This design comes from an exercise in tuning for small area, a short achievable clock period and few clock cycles per item on the open sky130 flow, not from production work.
Only simulation tests tie the RTL to the original design; equivalence was not proved.

## flow/design.v (module list and top-level ports; edited modules follow where they fit)
// module best_disp_select: 3496 lines
// module bds_norm: 17 lines
// module bds_tab_n: 31 lines
// module bds_tab_d: 31 lines
module best_disp_select #(
    parameter int unsigned NPIX_LOG2 = 8
) (
    input  logic               clk,
    input  logic               rst,
    input  logic               frame_start,
    input  logic [10:0]        fsum,
    input  logic               valid,
    input  logic               last,
    input  logic [13:0]        g2sum,
    input  logic [10:0]        gsum,
    input  logic [13:0]        fg,
    input  logic [5:0]         place,
    output logic               busy,
    output logic [5:0]         best_place,
    output logic               best_valid,
    output logic               done,
    output logic               overrun
);
  // ...
==> flow/flow/run.sh <==
#!/bin/bash
set -euo pipefail
bash standard.sh SETUP_SLACK_MARGIN=7.0 "CTS_ARGS=-sink_clustering_enable -repair_clock_nets -dont_use_dummy_load -buf_list sky130_fd_sc_hd__clkbuf_4" finish > make.log 2>&1
==> flow/standard.sh <==
#!/bin/bash
# synth_recipe.tcl (not shown) runs the flow's synth.tcl, then flattens the netlist and writes it again
# the make line also repeats each setting of config.mk as NAME=value (left out here)
make -C /OpenROAD-flow-scripts/flow DESIGN_CONFIG=/design/flow/config.mk WORK_HOME=/design/flow/orfs CLKGATE_MAP_FILE= SYNTH_SCRIPT=/design/flow/synth_recipe.tcl "${@:-finish}"
==> flow/config.mk <==
export PLATFORM = sky130hd
export DESIGN_NAME = best_disp_select
export DESIGN_NICKNAME = best_disp_select
export VERILOG_FILES = /design/flow/design.v
export SDC_FILE = /design/flow/constraint.sdc
export NUM_CORES = 4
export LEC_CHECK = 0
export CAP_MARGIN = 20
export CORE_MARGIN = 2
export CORE_UTILIZATION = 40
export SLEW_MARGIN = 20
==> flow/constraint.sdc <==
create_clock -name core_clock -period 12.0 [get_ports {clk}]
set_input_delay 2.4000 -clock core_clock [delete_from_list [all_inputs] [get_ports {clk}]]
set_output_delay 2.4000 -clock core_clock [all_outputs]
set_load 0.01 [all_outputs]
==> key figures, run 1 <==
Run status
  • Status: timing/DRC/antenna clean

STA
  • Final Hold Vio Count: 0
  • Worst-Margin Slew: 1.07 ns
  • Max frequency: 0.210 GHz

CTS
  • CTS buffer count: 154
  • Sink count of the clock tree: 552
  • Hold buffers post-CTS: 0

Die
  • Starting Density: 40.4%
  • Die area: 0.0965 mm²
  • Die height: 311 µm
  • FP Rows: 112
  • Tap cell count: 1254

Yosys
  • Synth Area in Simple Gates: 9.79%
  • Share of the synthesized area in the top cell type: 36.7%
  • Sequential area share after synthesis: 41.6%
  • Synth Area in XOR/XNOR: 3.84%
  • Synthesized instance count: 3278

GRT
  • Largest net degree at the start of global routing: 81
  • Gr usage total: 16.6%

Setup path
  • Most used cell along the critical path: fa_1
  • WP data required: 12.75 ns
  • Critical Path AT: 5.52 ns
  • Setup crit end kind: flip-flop
  • Crit. path cell count: 16
  • Worst path cell trace: inv_1 > nor2_1 > fa_1 > fa_1 > fa_1 > fa_1 > inv_1 > ha_1 > nand3_1 > a211oi_2 > o31ai_4 > o21ai_1 > o2111ai_2 > a21oi_1 > nor2_1 > xor2_1

Finish
  • FF+latch count: 552
  • Non-CTS buffers: 116
  • Inverters: 511
  • Final #Nets: 4121
  • Most common cell after layout, fill and taps aside: inv_1
  • Multi-input gate area: 0.0199 mm²
  • Fraction of area in registers: 38.0%

Routing
  • Met3 WL post-DR: 3520 µm
  • Met2 Wirelength: 36700 µm
  • Routed WL: 77900 µm
  • Top Layer Used: met4
  • TritonRoute pass-1 iters: 6

Place
  • Port bufs: 70
  • Placed insts: 4528
  • DP HPWL: 58600 µm
  • Cell Area, Placed: 0.0397 mm²
Testbench counts, summed over its fixed seeds: cycles 10,412, items 9,296.
==> run 2: changes to the inputs <==
==> flow/flow/run.sh (replaced) <==
#!/bin/bash
set -euo pipefail
bash standard.sh SETUP_SLACK_MARGIN=7.3 "CTS_ARGS=-sink_clustering_enable -repair_clock_nets -dont_use_dummy_load -buf_list sky130_fd_sc_hd__clkbuf_4" finish > make.log 2>&1
--- a/flow/config.mk
+++ b/flow/config.mk
@@ -7,5 +7,5 @@
 export LEC_CHECK = 0
 export CAP_MARGIN = 20
 export CORE_MARGIN = 2
-export CORE_UTILIZATION = 40
+export CORE_UTILIZATION = 55
 export SLEW_MARGIN = 20
==> run 2 against run 1 <==
Net effect: still clean on timing, DRC and antenna; global-route usage rose by 8.1 points; final area rose by 0.97%; sequential share of layout area is 0.36 points lower; register-to-register slack gained 0.05 ns; hold slack got worse by 0.029 ns; routed wire length is 9.9% higher.
==> key figures, run 2 <==
CTS
  • Hold buffers post-CTS: 0 (unchanged)
  • Clock H-tree levels: 4
  • Clock Latency Late Sink: 0.99 ns
  • Clock slew at reported path FFs: 0.07 ns
  • Max clock buf depth: 3
  • CTS tree: built
  • CTS buffer count: 154 (unchanged)
  • Sink count of the clock tree: 552 (unchanged)
  • Root buf cell: clkbuf_4

STA
  • Max frequency: 0.212 GHz (+0.99%)
  • Max Transition Viols Final: 0
  • Final hold slack: 0.351 ns
  • Worst rel slew slack: 35.7%
  • Worst Clk Skew: 0.103 ns
  • Sum Neg Setup Slack: 0 ns
  • Setup violations, final: 0
  • Final period util: 39.4%
  • Final Hold Vio Count: 0 (unchanged)
  • Setup ws final: 7.27 ns
  • RSZ-0062 raised after global routing: true
  • Minimum clock period: 4.73 ns
  • Worst-Margin Slew: 0.958 ns (-0.116 ns)

Yosys
  • Ys async rst share: 0%
  • Cell taking the most area after synthesis: edfxtp_1
  • Sequential area share after synthesis: 41.6% (unchanged)
  • Share of the synthesized area in the top cell type: 36.7% (unchanged)
  • Cell with the most instances after synthesis: inv_1
  • Yosys warnings: 2
  • Distinct cell type count after synthesis: 92
  • Post-Syn Area per Cell: 11.5 µm²
  • Synthesized area: 0.0376 mm²
  • Synthesized instance count: 3278 (unchanged)
  • Dominant cells by area after synthesis: edfxtp_1 (37%), fa_1 (15%), ha_1 (11%)
  • EDFF count, synth: 460
  • #FFs+latches synth: 552
  • Synth top cells by count: inv_1 (506), edfxtp_1 (460), ha_1 (326)
  • Synth Flop Type: edfxtp_1
  • Syn_nets: 3938

Die
  • Die width: 266 µm
  • Die area: 0.0705 mm² (-27%)
  • Die height: 266 µm (-15%)
  • Core area: 0.0674 mm²
  • FP Rows: 95 (-15%)
  • Starting Density: 55.8% (+15 points)
  • I/O pins: 71

Finish
  • Fill cell count: 5473
  • Largest regs: r_bk (25), s_k (25)
  • Final instance area: 0.0417 mm²
  • Area grow syn2layout: 10.8%
  • Final #Nets: 4177 (+1.4%)
  • Most common cell after layout, fill and taps aside: inv_1
  • Most frequent cells in the layout: inv_1 (498), edfxtp_1 (460), ha_1 (317), fa_1 (273), nand2_1 (191)
  • Share of cells above drive strength 1: 13.3%

Run status
  • Status: timing/DRC/antenna clean

Routing
  • Vias: 24607
  • Vias/cell: 5.60
  • Post-DR wirelength/cell: 19.5 µm
  • TritonRoute pass-1 iters: 5 (-1)
  • Initial detailed-routing violation count: 1409
  • Post-DRT Antenna Nets: 0
  • Routed WL: 85600 µm (+9.9%)
  • DRC Markers: 0

Hold path
  • Hold WC Path Type: reg2reg
  • Hold EP: rf_den[13]$_DFFE_PN_
  • Hold path depth: 0
  • Hold Startpoint: rn_den[13]$_DFFE_PN_

Setup path
  • Startpoint Class: flip-flop
  • Reg2reg setup slack: 7.27 ns
  • Worst R2R Start: r0_fsum[9]$_DFFE_PP_
  • WP data required: 12.65 ns (-0.10 ns)
  • Critical Path AT: 5.37 ns (-0.15 ns)
  • Crit-path max FO: 7
  • Worst R2R Path Depth: 16
  • Reg2Reg Capture Point: r1_num[18]$_DFFE_PN_
  • Setup crit end kind: flip-flop
  • Path type of the worst setup path: reg2reg

GRT
  • First-pass GRT wire length: 137000 µm
  • Initial antenna violation count: 2
  • Vias in the first global route: 25840
  • Largest net degree at the start of global routing: 74 (-8.6%)
  • Gr usage total: 24.7% (+8.1 points)
  • Grt ovf: 0

Place
  • Post-Place Setup Slack: 6.64 ns
  • DP HPWL: 61300 µm (+4.5%)
  • Cell Area, Placed: 0.0392 mm² (-1.2%)
  • RD Place Congestion: 0.898
  • Port bufs: 70 (unchanged)

Job
  • Max Cap Viol: 0
[run 2: changes by cell type in the layout (fill, tap and decap cells not counted), moves of 6 or more]
cell and delta:
buf_4 +46, ha_1 -6, ha_4 +6, inv_1 -7, inv_2 +6
[run 2: layout make-up]
class | instances | area, µm² | share of cell area, %
diodes | 8 | 20.0 | 0.0481
clock buffers | 154 | 1160 | 2.78
inverters | 511 | 1930 | 4.64
multi-input cells | 2127 | 20100 | 48.3
flip-flops and latches | 552 | 15700 | 37.6
well taps | 873 | 1090 | 2.62
repair buffers | 171 | 1650 | 3.96
[run 2: per-layer routing]
layer / wire [µm] / global-route usage [%] / up-vias
li1: - / - / 11756
met1: 37900 / 32.5 / 12109
met2: 41600 / 41.3 / 586
met3: 4010 / 4.57 / 156
met4: 2160 / 8.23 / 0
met5: 0 / 0 / -
[run 2: kinds of logic (layout without fill, tap and decap cells)]
group	after synthesis	count (layout)	synth area share [%]
AO/OA/AOI/OAI	497	497	9.23
XOR/XNOR	165	165	3.84
adder cells (fa/ha/maj)	599	599	25.4
buffers and inverters	600	836	6.04
flip-flops	552	552	41.6
multiplexers	132	132	4.09
other	0	8	0
AND/OR/NAND/NOR	733	734	9.79
[run 2: worst max-delay path, stage by stage (launching register included)]
cell	delay, ns
edfxtp_1	0.56
a22oi_2	0.31
xnor2_2	0.16
fa_1	0.46
fa_1	0.53
fa_1	0.43
fa_1	0.50
inv_2	0.05
ha_4	0.20
or2_4	0.23
a21oi_4	0.22
a31oi_4	0.06
a41oi_2	0.20
nand2_1	0.11
a21oi_2	0.17
o21bai_1	0.09
xor2_1	0.14
[run 2: worst max path at each step]
| stage | from | endpoint | slack (ns) | depth (start not counted) |
|---|---|---|---|---|
| CTS | r0_gsum[8]$_DFFE_PP_ | r1_den[22]$_DFFE_PN_ | 7.27 | 16 |
| detailed placement | r0_bg_one[0]$_DFFE_PP_ | r1_num[17]$_DFFE_PN_ | 6.64 | 16 |
| floorplan | rf_kb[2]$_DFFE_PN_ | r_bden[10]$_DFFE_PP_ | 6.88 | 16 |
| global route | r0_fsum[9]$_DFFE_PP_ | r1_num[18]$_DFFE_PN_ | 7.13 | 16 |
| finish | r0_fsum[9]$_DFFE_PP_ | r1_num[18]$_DFFE_PN_ | 7.27 | 16 |
| global placement | r0_bg_one[0]$_DFFE_PP_ | r1_num[22]$_DFFE_PN_ | 6.81 | 17 |
[run 2: metrics by stage]
stage,instances,util [%]
6_report,4396,61.8
5_1_grt,4396,61.8
4_1_cts,4355,60.9
3_5_place_dp,4148,58.2
2_1_floorplan,3278,-
3_3_place_gp,4148,58.2
[run 2: repair_timing]
action                     CTS  global route
pin swaps                   14            39
resized for setup           41            50
setup buffers               50            27
gates cloned                 3             6
setup endpoints to repair  157           162
==> run 3: changes to the inputs <==
--- a/flow/config.mk
+++ b/flow/config.mk
@@ -7,5 +7,5 @@
 export LEC_CHECK = 0
 export CAP_MARGIN = 20
 export CORE_MARGIN = 2
-export CORE_UTILIZATION = 55
+export CORE_UTILIZATION = 40
 export SLEW_MARGIN = 20
==> run 3 against run 2 <==
Net effect: area after synthesis unchanged; maximum frequency increased by 0.37%; still clean; sequential share of layout area about the same; highest routed layer unchanged; non-clock buffer count decreased by 30; clock-buffer cell count decreased by 4; hold slack improved by 0.012 ns.
==> key figures, run 3 <==
Routing
  • Post-DR wirelength/cell: 16.5 µm (-15%)
  • Vias: 23720 (-3.6%)
  • Routed WL: 78300 µm (-8.5%)
  • TritonRoute pass-1 iters: 6 (+1)
  • Post-DRT Antenna Nets: 0 (unchanged)
  • Initial detailed-routing violation count: 1482 (+5.2%)
  • Vias/cell: 5.00 (-11%)
  • DRC Markers: 0 (unchanged)

Job
  • Max Cap Viol: 0 (unchanged)

Setup path
  • CP max-delay cell: fa_1
  • Worst R2R Path Depth: 19 (+3)
  • WP data required: 12.71 ns (+0.06 ns)
  • Critical path launch point: r0_fsum[8]$_DFFE_PP_
  • Crit. path cell count: 19 (+3)
  • Reg2Reg Capture Point: r1_num[22]$_DFFE_PN_
  • Worst R2R Start: r0_fsum[8]$_DFFE_PP_
  • Crit-path max FO: 5 (-2)
  • Critical Path AT: 5.42 ns (+0.05 ns)
  • Worst path cell trace: buf_6 > a22oi_2 > xnor2_1 > ha_1 > inv_1 > fa_1 > fa_1 > inv_1 > fa_1 > ha_4 > nand3_1 > or3b_4 > a31oi_4 > a41oi_2 > buf_4 > a21oi_2 > nand4_1 > nand2_1 > xnor2_1
  • Reg2reg setup slack: 7.29 ns (+0.02 ns)
  • Most used cell along the critical path: fa_1
  • Startpoint Class: flip-flop
  • Critical Path Max Stage Delay: 0.51 ns (-0.05 ns)
  • Worst setup path end: r1_num[22]$_DFFE_PN_
  • CP delay by family, top: adder cells
  • Crit path buffers/inverters: 4 (+3)
  • Setup crit end kind: flip-flop
  • Path type of the worst setup path: reg2reg

Yosys
  • Distinct cell type count after synthesis: 92 (unchanged)
  • Synth Area in Simple Gates: 9.79% (unchanged)
  • Dominant cells by area after synthesis: edfxtp_1 (37%), fa_1 (15%), ha_1 (11%)
  • Synth top cells by count: inv_1 (506), edfxtp_1 (460), ha_1 (326)
  • Synth Area in Compound Gates: 9.23% (unchanged)
  • Yosys warnings: 2 (unchanged)
  • Syn_nets: 3938 (unchanged)
  • Synth Area in XOR/XNOR: 3.84% (unchanged)
  • Synth Flop Type: edfxtp_1
  • Adder-cell share of the synthesized area: 25.4% (unchanged)
  • Sequential area share after synthesis: 41.6% (unchanged)
  • #FFs+latches synth: 552 (unchanged)
  • EDFF count, synth: 460 (unchanged)
  • Post-Syn Area per Cell: 11.5 µm² (unchanged)
  • Synthesized area: 0.0376 mm² (unchanged)
  • Cell with the most instances after synthesis: inv_1
  • Largest family of logic cells by synthesized area: adder cells
  • Ys async rst share: 0% (unchanged)
  • Mux cell area share after synthesis: 4.09% (unchanged)
  • Share of the synthesized area in the top cell type: 36.7% (unchanged)
  • Synthesized instance count: 3278 (unchanged)
  • Cell taking the most area after synthesis: edfxtp_1

Place
  • DP HPWL: 58300 µm (-5.0%)
  • Post-Place Setup Slack: 6.74 ns (+0.0962 ns)
  • RD Place Congestion: 0.885 (-1.4%)
  • Placed insts: 4528 (+9.2%)
  • Port bufs: 70 (unchanged)

Die
  • Starting Density: 40.4% (-15 points)
  • FP Rows: 112 (+18%)
  • Die height: 311 µm (+17%)
  • Die width: 311 µm (+17%)
  • Core area: 0.0932 mm² (+38%)
  • Die area: 0.0965 mm² (+37%)
  • I/O pins: 71 (unchanged)

STA
  • Setup ws final: 7.29 ns (+0.0173 ns)
  • RSZ-0062 raised after global routing: true
  • Worst Clk Skew: 0.146 ns (+0.0425 ns)
  • Final period util: 39.2% (-0.14 points)
  • Worst-Margin Slew: 1.03 ns (+0.0750 ns)
  • Setup violations, final: 0 (unchanged)
  • Final Hold Vio Count: 0 (unchanged)
  • Max frequency: 0.212 GHz (+0.37%)
  • Sum Neg Setup Slack: 0 ns (unchanged)
  • Minimum clock period: 4.71 ns (-0.0173 ns)
  • Max Transition Viols Final: 0 (unchanged)
  • Worst rel slew slack: 30.6% (-5.0 points)

GRT
  • Grt ovf: 0 (unchanged)
  • First-pass GRT wire length: 128000 µm (-6.0%)
  • Gr usage total: 16.6% (-8.1 points)
  • Vias in the first global route: 24256 (-6.1%)
  • Largest net degree at the start of global routing: 144 (+95%)
  • Initial antenna violation count: 2 (unchanged)

Finish
  • Most frequent cells in the layout: inv_1 (502), edfxtp_1 (460), ha_1 (320), fa_1 (273), nand2_1 (191)
  • Area grow syn2layout: 10.8% (about the same)
  • Fill cell count: 8690 (+59%)
  • Largest regs: r_bk (25), s_k (25)
  • Final #Nets: 4143 (-0.81%)
  • Post-route insts no fill: 4742 (+7.9%)
  • Most common cell after layout, fill and taps aside: inv_1
  • Share of cells above drive strength 1: 12.0% (-1.2 points)

Hold path
  • Hold WC Path Type: reg2reg

CTS
  • Clock H-tree levels: 4 (unchanged)
  • Clock slew at reported path FFs: 0.06 ns (about the same)
  • Clock Latency Late Sink: 1.04 ns (+0.05 ns)
  • Hold buffers post-CTS: 0 (unchanged)
  • CTS buffer count: 150 (-2.6%)
  • Root buf cell: clkbuf_4
  • CTS tree: built
  • Sink count of the clock tree: 552 (unchanged)
  • Max clock buf depth: 3 (unchanged)

Run status
  • Status: timing/DRC/antenna clean
## run 3: final cells by class
| cell class | count | area (µm²) | share of cell area (%) |
|---|---|---|---|
| multi-input cells | 2127 | 20100 | 48.1 |
| diodes | 7 | 17.5 | 0.0420 |
| inverters | 511 | 1930 | 4.63 |
| repair buffers | 141 | 1320 | 3.18 |
| clock buffers | 150 | 1130 | 2.70 |
| well taps | 1254 | 1570 | 3.76 |
| flip-flops and latches | 552 | 15700 | 37.6 |
## run 3: metal layers
metal	routed length [µm]	global-route usage (%)	up-vias
met3	3850	3.52	132
met4	1770	5.76	0
met2	36400	26.7	527
met1	36300	22.1	11369
li1	-	-	11692
met5	0	0	-
## run 3: per-stage QoR
stage	hold slack, ns	utilization (%)	instance area [µm²]
6_report	0.363	44.7	41700
5_1_grt	0.355	44.7	41700
4_1_cts	0.354	44.3	41300
3_5_place_dp	0.405	42.6	39700
3_3_place_gp	0.401	42.6	39700
2_1_floorplan	0.400	-	37700
## run 3: worst min-delay path by stage
stage | startpoint | to | slack [ns] | cells past startpoint
floorplan | r0_last$_DFFE_PP_ | r1_last$_DFFE_PN_ | 0.40 | 0
global placement | rn_den[9]$_DFFE_PN_ | rf_den[9]$_DFFE_PN_ | 0.40 | 0
detailed placement | rn_den[11]$_DFFE_PN_ | rf_den[11]$_DFFE_PN_ | 0.40 | 0
CTS | rn_num[9]$_DFFE_PN_ | rf_num[9]$_DFFE_PN_ | 0.35 | 0
global route | rn_num[9]$_DFFE_PN_ | rf_num[9]$_DFFE_PN_ | 0.36 | 0
finish | rn_num[9]$_DFFE_PN_ | rf_num[9]$_DFFE_PN_ | 0.36 | 0
## run 3: cell families (layout without fill, tap and decap cells)
| family | after synthesis | after routing |
|---|---|---|
| and+or+nand+nor | 733 | 734 |
| adders and majority gates | 599 | 599 |
| xor gates and xnor gates | 165 | 165 |
| AOI/OAI and AO/OA | 497 | 497 |
| DFF | 552 | 552 |
| buffers and inverters | 600 | 802 |
| other | 0 | 7 |
| muxes | 132 | 132 |
## run 3: worst register-to-register path, cell delays in order, from the launching register on
cell,delay [ns]
edfxtp_1,0.47
buf_6,0.18
a22oi_2,0.17
xnor2_1,0.14
ha_1,0.25
inv_1,0.08
fa_1,0.43
fa_1,0.51
inv_1,0.05
fa_1,0.48
ha_4,0.32
nand3_1,0.06
or3b_4,0.39
a31oi_4,0.23
a41oi_2,0.15
buf_4,0.16
a21oi_2,0.12
nand4_1,0.10
nand2_1,0.09
xnor2_1,0.07
## run 3: repair_timing
action / in CTS / in global routing
setup buffers: 36 / 20
setup endpoints to repair: 108 / 131
gates resized for setup: 25 / 50
cloned: 1 / 0
pin swaps: 3 / 33

==> separate check: timing with driven ports <==
In the flow no input, the clock included, has a driving cell. The finished layouts below were timed again as built, in two steps. Step 1 sets driving cells, clkbuf_16 on the clock port and buf_2 on the other inputs (assumed; they add their load-dependent delay and slew). Step 2, shift: input delay + t, output delay - t, t = (earliest + latest rising clock arrival at the registers) / 2. This alone moves slack from input paths to output paths. Slacks: ideal / step 1 / step 2; pairs: ideal / step 1.
run | t (ns) | slack for setup (ns) | worst register clock-pin slew, ns | worst data-port slew with drivers (ns)
run 1 | 1.040 | 7.228 / 7.185 / 7.228 | 0.07 / 0.07 | 0.06
run 2 | 1.006 | 7.275 / 7.275 / 7.275 | 0.07 / 0.07 | 0.06
run 3 | 1.023 | 7.292 / 7.292 / 7.292 | 0.07 / 0.07 | 0.06
After both steps setup and hold are still met in every run listed.
